This design comes from an exercise in tuning for small area, a short achievable clock period and few clock cycles per item on the open sky130 flow, not from production work. Power is estimated from default activity; no workload was simulated.

## red
==> flow/design.v <==
package icache_pkg;
	localparam int OFFSET_W = 4;
	localparam int INDEX_W  = 4;
	localparam int ADDR_W   = 32;
	localparam int TAG_W    = ADDR_W - INDEX_W - OFFSET_W;
	typedef logic [ADDR_W-1:0]   addr_t;
	typedef logic [TAG_W-1:0]    tag_t;
	typedef logic [INDEX_W-1:0]  index_t;
	typedef logic [OFFSET_W-1:0] offset_t;
	typedef logic [31:0]         word_t;
	typedef struct packed {
		tag_t    tag;
		index_t  index;
		offset_t offset;
	} fetch_addr_t;
	typedef struct packed {
		logic valid;
		tag_t tag;
	} tag_entry_t;
	typedef enum logic [1:0] {
		REFILL_IDLE,
		REFILL_REQUEST,
		REFILL_COLLECT,
		REFILL_COMMIT
	} refill_state_t;
endpackage
module icache_lookup #(
	parameter int W = 1
) (
	input  logic         sel_i,
	input  logic [W-1:0] a_i,
	input  logic [W-1:0] b_i,
	output logic [W-1:0] y_o
);
	assign y_o = sel_i ? b_i : a_i;
endmodule
module icache_hit_check (
	input  logic [29:0] addr_i,
	input  logic [24:0] head_hi_i,
	input  logic [4:0]  end_lo_i,
	input  logic        carry_i,
	output logic        seq_o
);
	logic [24:0] b;
	logic [24:0] cr;
	logic [24:0] co;
	assign b     = {24'd0, carry_i};
	assign cr    = head_hi_i ^ b ^ addr_i[29:5];
	assign co    = (head_hi_i & b) | (head_hi_i & cr) | (b & cr);
	assign seq_o = (addr_i[4:0] == end_lo_i) && (cr == {co[23:0], 1'b0});
endmodule
module icache_top #(
	parameter int OFFSET_W = icache_pkg::OFFSET_W,
	parameter int INDEX_W  = icache_pkg::INDEX_W,
	parameter int TAG_W    = icache_pkg::ADDR_W - INDEX_W - OFFSET_W
) (
	input  logic                  clock_i,
	input  logic                  rst_n_i,
	input  logic                  fetch_i,
	input  icache_pkg::addr_t     fetch_addr_i,
	input  logic                  flush_i,
	output logic                  instr_valid_o,
	output icache_pkg::word_t     instr_o,
	output icache_pkg::addr_t     instr_addr_o,
	output logic                  miss_o,
	output logic                  mem_req_o,
	output icache_pkg::addr_t     mem_line_addr_o,
	input  logic                  mem_rvalid_i,
	input  icache_pkg::word_t     mem_rdata_i
);
	localparam int CAP = 31;
	localparam int LOW = 4;
	logic [4:0]     n_q;      
	logic           busy_q;   
	logic           lm_q;     
	logic           miss_q;
	logic           rdy_q;    
	logic           ireq_q;   
	logic           ereq_q;   
	logic [29:0]    h_q;      
	logic [1:0]     wc_q;     
	logic [4:0]     el_q;     
	logic           c_q;      
	logic           seq;
	logic           nz;
	logic           acc;
	logic           last;
	logic           start;
	logic           cont;
	logic           deliver;
	logic           endw;
	logic           req;
	logic           lost;
	logic           fall;
	logic           clr;
	logic [24:0]    pm;
	logic [29:0]    h_inc;
	logic [4:0]     n_d;
	logic           busy_d;
	logic           lm_d;
	logic [29:0]    h_d;
	logic [1:0]     wc_d;
	logic           m_d;
	logic           wrap_d;
	logic           v0_d;
	logic           rdy_d;
	logic           ireq_d;
	logic [4:0]     el_d;
	logic           c_d;
	logic           miss_d [2];
	for (genvar g = 0; g < 25; g++)
	begin : g_pm
		if (g == 0)
		begin : g_lsb
			assign pm[g] = 1'b1;
		end
		else
		begin : g_bit
			assign pm[g] = &h_q[g+4:5];
		end
	end
	assign h_inc  = {h_q[29:5] ^ (pm & {25{&h_q[4:0]}}), h_q[4:0] + 5'd1};
	icache_hit_check i_seq (
		.addr_i    (fetch_addr_i[31:2]),
		.head_hi_i (h_q[29:5]),
		.end_lo_i  (el_q),
		.carry_i   (c_q),
		.seq_o     (seq)
	);
	logic n_ge1;
	logic n_ge2;
	logic n_ge3;
	logic n_ge4;
	logic n_cap;
	logic r_ge1;
	logic r_ge2;
	logic r_ge3;
	assign n_ge1 = n_q != '0;
	assign n_ge2 = n_q > 5'd1;
	assign n_ge3 = n_q > 5'd2;
	assign n_ge4 = n_q > 5'd3;
	assign n_cap = n_q == 5'(CAP - 1);
	assign nz      = n_ge1;
	assign deliver = mem_rvalid_i && rdy_q;
	assign r_ge1   = deliver ? n_ge2 : n_ge1;
	assign r_ge2   = deliver ? n_ge3 : n_ge2;
	assign r_ge3   = deliver ? n_ge4 : n_ge3;
	assign acc     = fetch_i && !miss_q && !flush_i;
	assign last    = !r_ge1;
	assign start   = acc && last;
	assign cont    = acc && !last;
	assign endw    = mem_rvalid_i && (wc_q == 2'd3);
	assign req     = ireq_q || (mem_rvalid_i && ereq_q);
	assign lost    = endw && lm_q && (miss_q ? n_ge2 : n_ge1) && !rdy_q;
	assign fall    = miss_q && !r_ge2;
	assign clr     = flush_i || lost;
	assign busy_d = req || (busy_q && !endw);
	assign lm_d   = !last && (req || (lm_q && !endw));
	assign h_d    = last ? fetch_addr_i[31:2] : (deliver ? h_inc : h_q);
	assign wc_d   = req ? 2'd0 : (mem_rvalid_i ? wc_q + 2'd1 : wc_q);
	always_comb
	begin
		if (flush_i || (fall && !lost))
		begin
			n_d = '0;
		end
		else if (lost || start)
		begin
			n_d = 5'd1;
		end
		else if (cont && !deliver)
		begin
			n_d = n_q + 5'd1;
		end
		else if (deliver && !cont)
		begin
			n_d = n_q - 5'd1;
		end
		else
		begin
			n_d = n_q;
		end
	end
	always_comb
	begin
		if (deliver)
		begin
			m_d = 1'b1;
		end
		else if (req)
		begin
			m_d = h_q[1:0] == 2'd0;
		end
		else if (mem_rvalid_i)
		begin
			m_d = h_q[1:0] == wc_q + 2'd1;
		end
		else
		begin
			m_d = h_q[1:0] == wc_q;
		end
	end
	assign wrap_d = last ? (&fetch_addr_i[LOW+3:4])
		: (deliver ? (&h_inc[LOW+1:2]) : (&h_q[LOW+1:2]));
	assign el_d = last ? fetch_addr_i[6:2] + 5'd1 : (acc ? el_q + 5'd1 : el_q);
	assign c_d  = last ? (&fetch_addr_i[6:2])
		: ((acc && (&el_q)) || (c_q && !(deliver && (&h_q[4:0]))));
	assign v0_d   = !clr && (miss_q ? r_ge2 : (acc || r_ge1));
	assign rdy_d  = busy_d && lm_d && v0_d && m_d;
	assign ireq_d = !busy_d && v0_d;
	logic drop0;
	logic drop1;
	logic v1_d;
	logic ereq_d;
	assign drop0 = cont;
	assign drop1 = cont && n_cap;
	assign miss_d[0] = !flush_i && (lost || (miss_q ? !fall : drop0));
	assign miss_d[1] = !flush_i && (lost || (miss_q ? !fall : drop1));
	assign v1_d = !clr && (miss_q ? r_ge3 : r_ge2);
	assign ereq_d = busy_d && (wc_d == 2'd3) && (lm_d
		? (rdy_d && v1_d && !wrap_d)
		: v0_d);
	logic miss_pick;
	icache_lookup #(.W(1)) i_pick_miss (
		.sel_i (seq),
		.a_i   (miss_d[0]),
		.b_i   (miss_d[1]),
		.y_o   (miss_pick)
	);
	assign mem_req_o       = req;
	assign mem_line_addr_o = {h_q[29:LOW+2], h_q[LOW+1:2] + LOW'(lm_q), 4'b0000};
	assign instr_valid_o   = deliver;
	assign instr_o         = mem_rdata_i;
	assign instr_addr_o    = {h_q, 2'b00};
	assign miss_o          = miss_q;
	always_ff @(posedge clock_i or negedge rst_n_i)
	begin
		if (!rst_n_i)
		begin
			n_q    <= '0;
			busy_q <= 1'b0;
			lm_q   <= 1'b0;
			miss_q <= 1'b0;
			rdy_q  <= 1'b0;
			ireq_q <= 1'b0;
			ereq_q <= 1'b0;
		end
		else
		begin
			miss_q <= miss_pick;
			ereq_q <= ereq_d;
			n_q    <= n_d;
			rdy_q  <= rdy_d;
			ireq_q <= ireq_d;
			busy_q <= busy_d;
			lm_q   <= lm_d;
		end
	end
	always_ff @(posedge clock_i)
	begin
		h_q  <= h_d;
		wc_q <= wc_d;
		el_q <= el_d;
		c_q  <= c_d;
	end
endmodule
Settings: LEC_CHECK=0, CAP_MARGIN=20, CORE_MARGIN=2, CORE_UTILIZATION=60, SETUP_SLACK_MARGIN=1.7, SLEW_MARGIN=20, SYNTH_HIERARCHICAL=1, SYNTH_MINIMUM_KEEP_SIZE=0; clock period 4.0 ns.
standard.sh (not shown) runs the stock make flow with config.mk's settings and CLKGATE_MAP_FILE= SYNTH_SCRIPT=/design/flow/synth_recipe.tcl, a recipe that flattens the netlist after the stock synthesis.
==> flow/flow/run.sh <==
#!/bin/bash
# own flow: the standard layout, with port buffers of a plain buffer cell
set -o pipefail
cp standard.sh standard.sh.txt 2>/dev/null
cp config.mk config.mk.txt
export BUFFER_PORTS_ARGS="-buffer_cell sky130_fd_sc_hd__buf_1"
export ADDER_MAP_FILE=
bash standard.sh > standard.log 2>&1
--- input diff red..blue ---
- SETUP_SLACK_MARGIN now 1.3, was 1.7
Notes after the runs:
Timing, DRC, antenna: 0 failures across blue and red
Comparing blue and red, the higher clock network fraction of design power was measured on blue.
Starting density of the core: red vs blue identical
Compared red against blue; worst hold margin within noise.
Diff red -> blue: maximum VDD drop rose about 0.36%; post-CTS setup-driven buffer insertion count fell by 2; final standard cell count with taps included and fillers excluded lost 1.5%; worst setup slack moved down.
[diff] overall power consumption, blue relative to red: improvement
In terms of global-route usage, red and blue differ only marginally.
Here is what was changed in the inputs of green compared with blue.
- a change of SETUP_SLACK_MARGIN from 1.3 to 1.5
Findings:
green | status: complete | timing, DRC, antenna: pass
blue → green: worst path setup slack after routing +0.057 ns, global routing usage on met1 ~0 delta, buffering stage count on the worst path with inverters included +3, layout clock buffer count ~0 delta, power per cell area ~0 delta.
Delta (green minus blue): arrival time of data at the critical path endpoint has decreased; net switching fraction of the power has remained practically unchanged; power in combinational cells has remained practically unchanged.
Via density per instance of green is on par with blue.
Of the two values seen for worst-path cell with the longest stage delay, sky130_fd_sc_hd__nand2_2 was produced by green and sky130_fd_sc_hd__or4_4 by blue.
No run of this note included a check of the RTL's function; only the layout flow was run.

[afterwards: timing with drivers on the ports]
Ports are ideal in the flow. The routed layouts listed here were re-timed in OpenROAD. Step 1 assumes that a clkbuf_16 drives the clock port and a buf_2 every other input. Step 2, shift: input delay + t, output delay - t, t = (earliest + latest rising clock arrival at the registers) / 2. This alone moves slack from input paths to output paths. a / b / c = ideal ports / drivers / drivers and shift; a / b = the first two.
run | t, ns | setup slack, ns | clock arrival spread, ns
red | 0.338 | 1.659 / 1.659 / 1.434 | 0.005 / 0.005
blue | 0.335 | 1.568 / 1.568 / 1.263 | 0.006 / 0.006
green | 0.335 | 1.625 / 1.602 / 1.327 | 0.004 / 0.004
After both steps setup and hold are still met in every run listed. For blue, which loses most, drivers alone change the setup slack by 0.000 ns; drivers and shift together by -0.305 ns.
